Background: an optimization exercise with open tools, aiming at small area and a short achievable clock period. Do not read the settings as production practice. For this run, only the layout was checked, not whether the RTL still works. Power is estimated from default activity; no workload was simulated.

==> flow/run.sh <==
#!/bin/bash
# synth_recipe.tcl (not shown) runs the flow's synth.tcl, then flattens the netlist and writes it again
# the make line also repeats each setting of config.mk as NAME=value (left out here)
make -C /OpenROAD-flow-scripts/flow DESIGN_CONFIG=/design/flow/config.mk WORK_HOME=/design/flow/orfs CLKGATE_MAP_FILE= SYNTH_SCRIPT=/design/flow/synth_recipe.tcl finish
==> flow/config.mk <==
export PLATFORM = sky130hd
export DESIGN_NAME = axis_prog_intra_cycle_delay
export DESIGN_NICKNAME = axis_prog_intra_cycle_delay
export VERILOG_FILES = /design/flow/design.v
export SDC_FILE = /design/flow/constraint.sdc
export NUM_CORES = 4
export LEC_CHECK = 0
export CAP_MARGIN = 20
export CORE_MARGIN = 2
export CORE_UTILIZATION = 40
export SLEW_MARGIN = 20
==> flow/constraint.sdc <==
create_clock -name core_clock -period 6.0 [get_ports {clk}]
set_input_delay 1.2000 -clock core_clock [delete_from_list [all_inputs] [get_ports {clk}]]
set_output_delay 1.2000 -clock core_clock [all_outputs]
set_load 0.01 [all_outputs]
==> flow/design.v <==
module axis_prog_intra_cycle_delay #(
  parameter  int DATA_WIDTH      = 256,
  parameter  int SAMPLE_WIDTH    = 16,
  parameter  int MAX_CYCLE_DELAY = 8,
  parameter  int RESET_DELAY     = 10,
  localparam int SPC             = DATA_WIDTH / SAMPLE_WIDTH,
  localparam int DW              = $clog2((MAX_CYCLE_DELAY + 1) * SPC)
) (
  input  logic                  clk,
  input  logic                  rst_n,
  input  logic [DATA_WIDTH-1:0] s_axis_tdata,
  input  logic                  s_axis_tvalid,
  input  logic                  s_axis_tlast,
  output logic [DATA_WIDTH-1:0] m_axis_tdata,
  output logic                  m_axis_tvalid,
  output logic                  m_axis_tlast,
  input  logic [DW-1:0]         cfg_delay,
  input  logic                  cfg_valid,
  output logic                  cfg_pending,
  output logic                  cfg_clamped,
  output logic [DW-1:0]         cur_delay
);
  localparam int STAGES = MAX_CYCLE_DELAY + 1;
  localparam int RW     = $clog2(SPC);
  localparam int MAX_D  = MAX_CYCLE_DELAY * SPC + SPC - 1;
  typedef logic [DATA_WIDTH-1:0] word_t;
  typedef enum logic {CFG_IDLE, CFG_PENDING} cfg_state_t;
  logic [RW-1:0] r;
  logic [3:0]    q;
  assign q     = cur_delay[DW-1:RW];
  assign r     = cur_delay[RW-1:0];
  function automatic word_t rot_lanes(input word_t w, input logic [RW-1:0] s);
    word_t x, y;
    x = w;
    for (int b = 0; b < RW; b++) begin
      for (int j = 0; j < SPC; j++)
        y[j*SAMPLE_WIDTH +: SAMPLE_WIDTH] = x[((j - (1 << b)) & (SPC - 1))*SAMPLE_WIDTH +: SAMPLE_WIDTH];
      if (s[b]) x = y;
    end
    rot_lanes = x;
  endfunction
  logic [STAGES:0] vld_pipe, last_pipe;
  always_ff @(posedge clk or negedge rst_n) begin
    if (!rst_n) begin
      vld_pipe  <= '0;
      last_pipe <= '0;
    end else begin
      vld_pipe  <= {vld_pipe[STAGES-1:0], s_axis_tvalid};
      last_pipe <= {last_pipe[STAGES-1:0], s_axis_tvalid & s_axis_tlast};
    end
  end
  word_t s0, m1, m2, m4, m2b, masked;
  word_t a1, b1, b2, c1, c2, c3, c4, d1, d2;
  always_ff @(posedge clk) begin
    s0 <= rot_lanes(s_axis_tdata, r);
    a1 <= s0;
    b1 <= m1;  b2 <= b1;
    c1 <= m2;  c2 <= c1;  c3 <= c2;  c4 <= c3;
    d1 <= m4;  d2 <= d1;
  end
  logic [SPC-1:0] sel_u1, sel_u2, sel_u4, sel_u2b, sel_ext;
  logic [MAX_CYCLE_DELAY:0] sel_q;
  logic                     sel_rnz;
  always_ff @(posedge clk) begin
    for (int k = 0; k < SPC; k++) begin
      logic [3:0] age;
      age = q + 4'(RW'(k) < r);
      sel_u1[k]  <= age[0];
      sel_u2[k]  <= age[1] | age[3];
      sel_u4[k]  <= age[2] | age[3];
      sel_u2b[k] <= age[3];
      sel_ext[k] <= RW'(k) < r;
    end
    for (int a = 0; a <= MAX_CYCLE_DELAY; a++) sel_q[a] <= q == 4'(a);
    sel_rnz <= r != '0;
  end
  logic vld_cur, vld_prv, last_cur, last_prv;
  assign vld_cur  = |(sel_q & vld_pipe[MAX_CYCLE_DELAY:0]);
  assign vld_prv  = |(sel_q & vld_pipe[STAGES:1]);
  assign last_cur = |(sel_q & last_pipe[MAX_CYCLE_DELAY:0]);
  assign last_prv = |(sel_q & last_pipe[STAGES:1]);
  for (genvar k = 0; k < SPC; k++) begin : g_lane
    localparam int L = k * SAMPLE_WIDTH;
    logic v;
    assign v = sel_ext[k] ? vld_prv : vld_cur;
    assign m1 [L +: SAMPLE_WIDTH] = sel_u1[k]  ? a1[L +: SAMPLE_WIDTH] : s0[L +: SAMPLE_WIDTH];
    assign m2 [L +: SAMPLE_WIDTH] = sel_u2[k]  ? b2[L +: SAMPLE_WIDTH] : m1[L +: SAMPLE_WIDTH];
    assign m4 [L +: SAMPLE_WIDTH] = sel_u4[k]  ? c4[L +: SAMPLE_WIDTH] : m2[L +: SAMPLE_WIDTH];
    assign m2b[L +: SAMPLE_WIDTH] = sel_u2b[k] ? d2[L +: SAMPLE_WIDTH] : m4[L +: SAMPLE_WIDTH];
    assign masked[L +: SAMPLE_WIDTH] = m2b[L +: SAMPLE_WIDTH] & {SAMPLE_WIDTH{v}};
  end
  always_ff @(posedge clk or negedge rst_n) begin
    if (!rst_n) begin
      m_axis_tdata  <= '0;
      m_axis_tvalid <= 1'b0;
      m_axis_tlast  <= 1'b0;
    end else begin
      m_axis_tdata  <= masked;
      m_axis_tvalid <= vld_cur | (sel_rnz & vld_prv);
      m_axis_tlast  <= sel_rnz ? last_prv : last_cur;
    end
  end
  cfg_state_t    state;
  logic [DW-1:0] pend_delay, req_delay, load_val;
  logic          req_over, pipe_empty, do_load;
  assign req_over   = int'(cfg_delay) > MAX_D;
  assign req_delay  = req_over ? DW'(MAX_D) : cfg_delay;
  assign pipe_empty = ~|vld_pipe & ~s_axis_tvalid;
  assign do_load    = pipe_empty & (cfg_valid | (state == CFG_PENDING));
  assign load_val   = cfg_valid ? req_delay : pend_delay;
  always_ff @(posedge clk or negedge rst_n) begin
    if (!rst_n) begin
      state       <= CFG_IDLE;
      cfg_pending <= 1'b0;
      cfg_clamped <= 1'b0;
      cur_delay   <= DW'(RESET_DELAY);
      pend_delay  <= '0;
    end else begin
      cfg_clamped <= cfg_valid & req_over;
      if (cfg_valid) pend_delay <= req_delay;
      if (do_load)   cur_delay  <= load_val;
      case (state)
        CFG_IDLE: if (cfg_valid && !pipe_empty) begin
          state       <= CFG_PENDING;
          cfg_pending <= 1'b1;
        end
        CFG_PENDING: if (pipe_empty) begin
          state       <= CFG_IDLE;
          cfg_pending <= 1'b0;
        end
        default: state <= CFG_IDLE;
      endcase
    end
  end
endmodule
==> run summary <==
- Initial core utilization: 40.3%
- Pwr dens: 566 nW/um2
- GP Congestion: 0.883
- Crit path max fanout: 22
- Wire per inst: 24.6 um
- Slowest stage delay, CP: 820 ps
- CP max stage cell: dfstp_4
- Final Skew: 59.5 ps
- Tcrit/Tclk final: 67.9%
- Hold-fix buffers, CTS: 0
- Yosys warns: 1
- DRC errors left: 0
- Worst vdd ir: 0.297 mV
- Sum of negative setup slack: 0 ps
- Clock Latency Late Sink: 930 ps
- Worst Path Required: 4800 ps
- Core area: 217000 um2
- Total GRT Usage: 21.4%
- # H-tree levels: 5
- CTS resizes: 0
- Worst-Margin Slew: 1160 ps
- 1st-iter DRT viols: 3423
- Worst relative slew slack: 20.5%
- RSZ-0062 raised after global routing: no
- Rows: 171
- CTS buffer count: 306
- Leakage power: 0.0446 uW
- R2R Path Start: cur_delay[0]
- Area Growth Syn to Fin: 20.3%
- Worst path top cell family by delay: buffers and inverters
- Dominant cell type by area after synthesis: dfxtp_1
- First-pass GRT wire length: 347000 um
- Root Driver: clkbuf_16
- Initial antenna violation count: 63
- Syn Std Cell Area: 87600 um2
- Most common cell in the netlist: dfxtp_1
- Status: no timing/DRC/antenna violations
- Finished Layout Cells: 9827
- Die ar.: 223000 um2
- Share of layout cells above drive strength 1: 18.9%
- Max Clk Rate: 246 MHz
- Max-cap violations: 0
- Post-synth top cells: dfxtp_1, mux2_2, a22oi_1
- Setup CP Type: reg -> out
- FFs w/ async S/R, synth: 10.1%
- Post-Syn Instances: 6176
- Arrival time at the worst endpoint: 2870 ps
- Synth top area cells: dfxtp_1, dfrtp_1, mux2_2, mux2i_1, a22oi_1
- Via count: 48100
- Min-Delay Path Class: in -> async
- Largest net degree at the start of global routing: 145
- Average size of a mapped cell: 14.2 um2
- Synth Register Bits: 2945
- Ys flop type: dfxtp_1
- Inst Count DP: 9256
- Critical path launch point type: flip-flop
- Setup Viol. Count Final: 0
- Post-DR vias/cell: 4.89
- Sequential area share after synthesis: 69.0%
- Detailed Routing Iterations Pass 1: 8
- Tot Pwr: 59600 uW
- Cell-by-cell trace of the critical path: buf_4, clkdlybuf4s50_1
- Nets: 7009
- Top Ports: 537
- Max Root-Sink Buffers: 4
- Post-DP HPWL: 176000 um
- Die H: 472 um
- CTS tree: built
- Post-Place Setup Slack: 2530 ps
- Top-area cell type share of the netlist area: 60.5%
- Setup Fix Bufs, Post-CTS: 0
- # port buffers: 536
- Via count of the first global-routing pass: 48500
- Synth cell types: 49
- Worst path buffer plus inverter count: 2
- EDFF count, synth: 0
- Routed WL: 241000 um
- Fin. max-slew vios: 0
- Final setup margin: 1930 ps
- Fin. Hold Viols: 0
- Clk slew on worst S/H paths: 70 ps
- Critical Path End Type: output port
- Routed Antenna Nets: 0
- Grt total ovfl: 0
- Chip Width: 472 um
- Syn Nets: 6475
- CP Launch Point: cur_delay[3]
- Crit path time final: 4070 ps
- Sink Count: 2945
[stage by stage]
step / utilization (%) / hold WS [ps] / cell area [um2]
3_5_place_dp: 43.8 / 312 / 95200
3_3_place_gp: 43.8 / 310 / 95200
6_report: 48.5 / 287 / 105000
4_1_cts: 48.4 / 250 / 105000
2_1_floorplan: - / 310 / 87600
5_1_grt: 48.4 / 291 / 105000
[cell usage in the layout, fill, tap and decap left out, types with 5 or more instances in the layout]
master              n
a21o_1              6
a21oi_1            18
a22oi_1           522
buf_12             11
buf_4              36
bufinv_16          22
clkbuf_1           56
clkbuf_16         315
clkbuf_8           48
clkdlybuf4s50_1   535
clkinv_2           53
clkinv_4            8
clkinvlp_4         16
dfrtp_1           290
dfrtp_2             5
dfxtp_1          2634
dfxtp_2            14
diode_2            37
ha_1               30
inv_1              42
inv_6               6
mux2_2            590
mux2_4            150
mux2i_1           513
mux2i_4            12
nand2_1           315
nand2b_1          257
nor2_1             42
nor2b_1            18
o211a_1           240
o21a_1             21
o21ai_0             8
o31ai_1            16
or2_2               5
xnor2_1            15
xor2_1             15
[sequential cells by signal, indices dropped and copies added, names as in the netlist, 8 cells and up]
name          count
a1              256
b1              256
b2              256
c1              256
c2              256
c3              256
c4              256
cur_delay         8
d1              256
d2              256
last_pipe        10
m_axis_tdata    256
pend_delay        8
s0              256
sel_ext          15
sel_q             9
sel_u1           16
sel_u2           16
sel_u2b          16
sel_u4           16
vld_pipe         10
[final timing paths]
kind	depth (start not counted)	endpoint	slack, ps
setup / recovery	2	cur_delay[3]	1930
hold reg to reg	0	b2[160]	290
setup reg to reg	7	s0[134]	2580
min in group core_clock	0	b2[160]	290
hold / removal	1	m_axis_tdata[142]	290
max in group asynchronous	2	cur_delay[5]	4420
[worst register-to-register path: stages (launching register included)]
cell	delay, ps
dfrtp_1	500
buf_4	310
nor2b_4	210
buf_12	510
buf_4	890
a22oi_1	220
nand2_1	200
mux2i_1	300
[kinds of logic (layout without fill, tap and decap cells)]
family	after synthesis	count (layout)	share of synthesized area, %
mux	1267	1267	16.4
fa+ha+maj	30	30	0.429
xor+xnor	30	30	0.300
other cells	0	37	0
buf+inv	399	1159	2.33
compound gates	846	846	7.89
simple gates	659	659	3.69
flops	2945	2945	69.0
[layout make-up]
| class | instances | area [um2] |
|---|---|---|
| Clock buffer | 419 | 8750 |
| Tap cell | 2854 | 3570 |
| Fill cell | 18800 | 112000 |
| Clock inverter | 115 | 1280 |
| Timing Repair Buffer | 583 | 5860 |
| Sequential cell | 2945 | 60500 |
| Antenna cell | 37 | 92.6 |
| Multi-Input combinational cell | 2832 | 25100 |
| Inverter | 42 | 158 |
[routing by layer]
layer / vias up / global-route usage [%] / wire, um / share of wire (%)
met5: - / 0 / 205 / 0.085
met4: 34 / 8.51 / 10000 / 4.2
met3: 441 / 4.28 / 12300 / 5.1
met2: 1374 / 34.8 / 112000 / 47
met1: 23600 / 27.8 / 107000 / 44
li1: 22600 / - / - / -
[report_power, final]
part / total, uW / internal, uW / switching [uW]
Sequential: 30700 / 27700 / 2980
Combinational: 10100 / 5030 / 5120
Clock: 18700 / 11200 / 7540
Total: 59600 / 43900 / 15600

==> separate check: timing with driven ports <==
No port has a modelled driver above. Below, the same layout with a new extraction and two added sets of constraints. Step 1 sets driving cells, clkbuf_16 on the clock port and buf_2 on the other inputs (assumed; they add their load-dependent delay and slew). Step 2 moves the port delays by t, midway between the first and last clock arrival at a register: inputs arrive t later, outputs are due t later. That takes back most of the time a late clock gives input paths. a / b / c = no drivers / after step 1 / after step 2; a / b = the first two.
shift t [ns]: 0.991
setup WS [ns]: 1.929 / 1.836 / 2.529
worst hold slack (ns): 0.287 / 0.257 / 0.287
worst register clock-pin slew, ns: 0.07 / 0.07
cell pins on the clock port's net: 1
After both steps setup and hold are still met in this run. For this run, drivers alone change the setup slack by -0.093 ns; drivers and shift together by +0.600 ns.
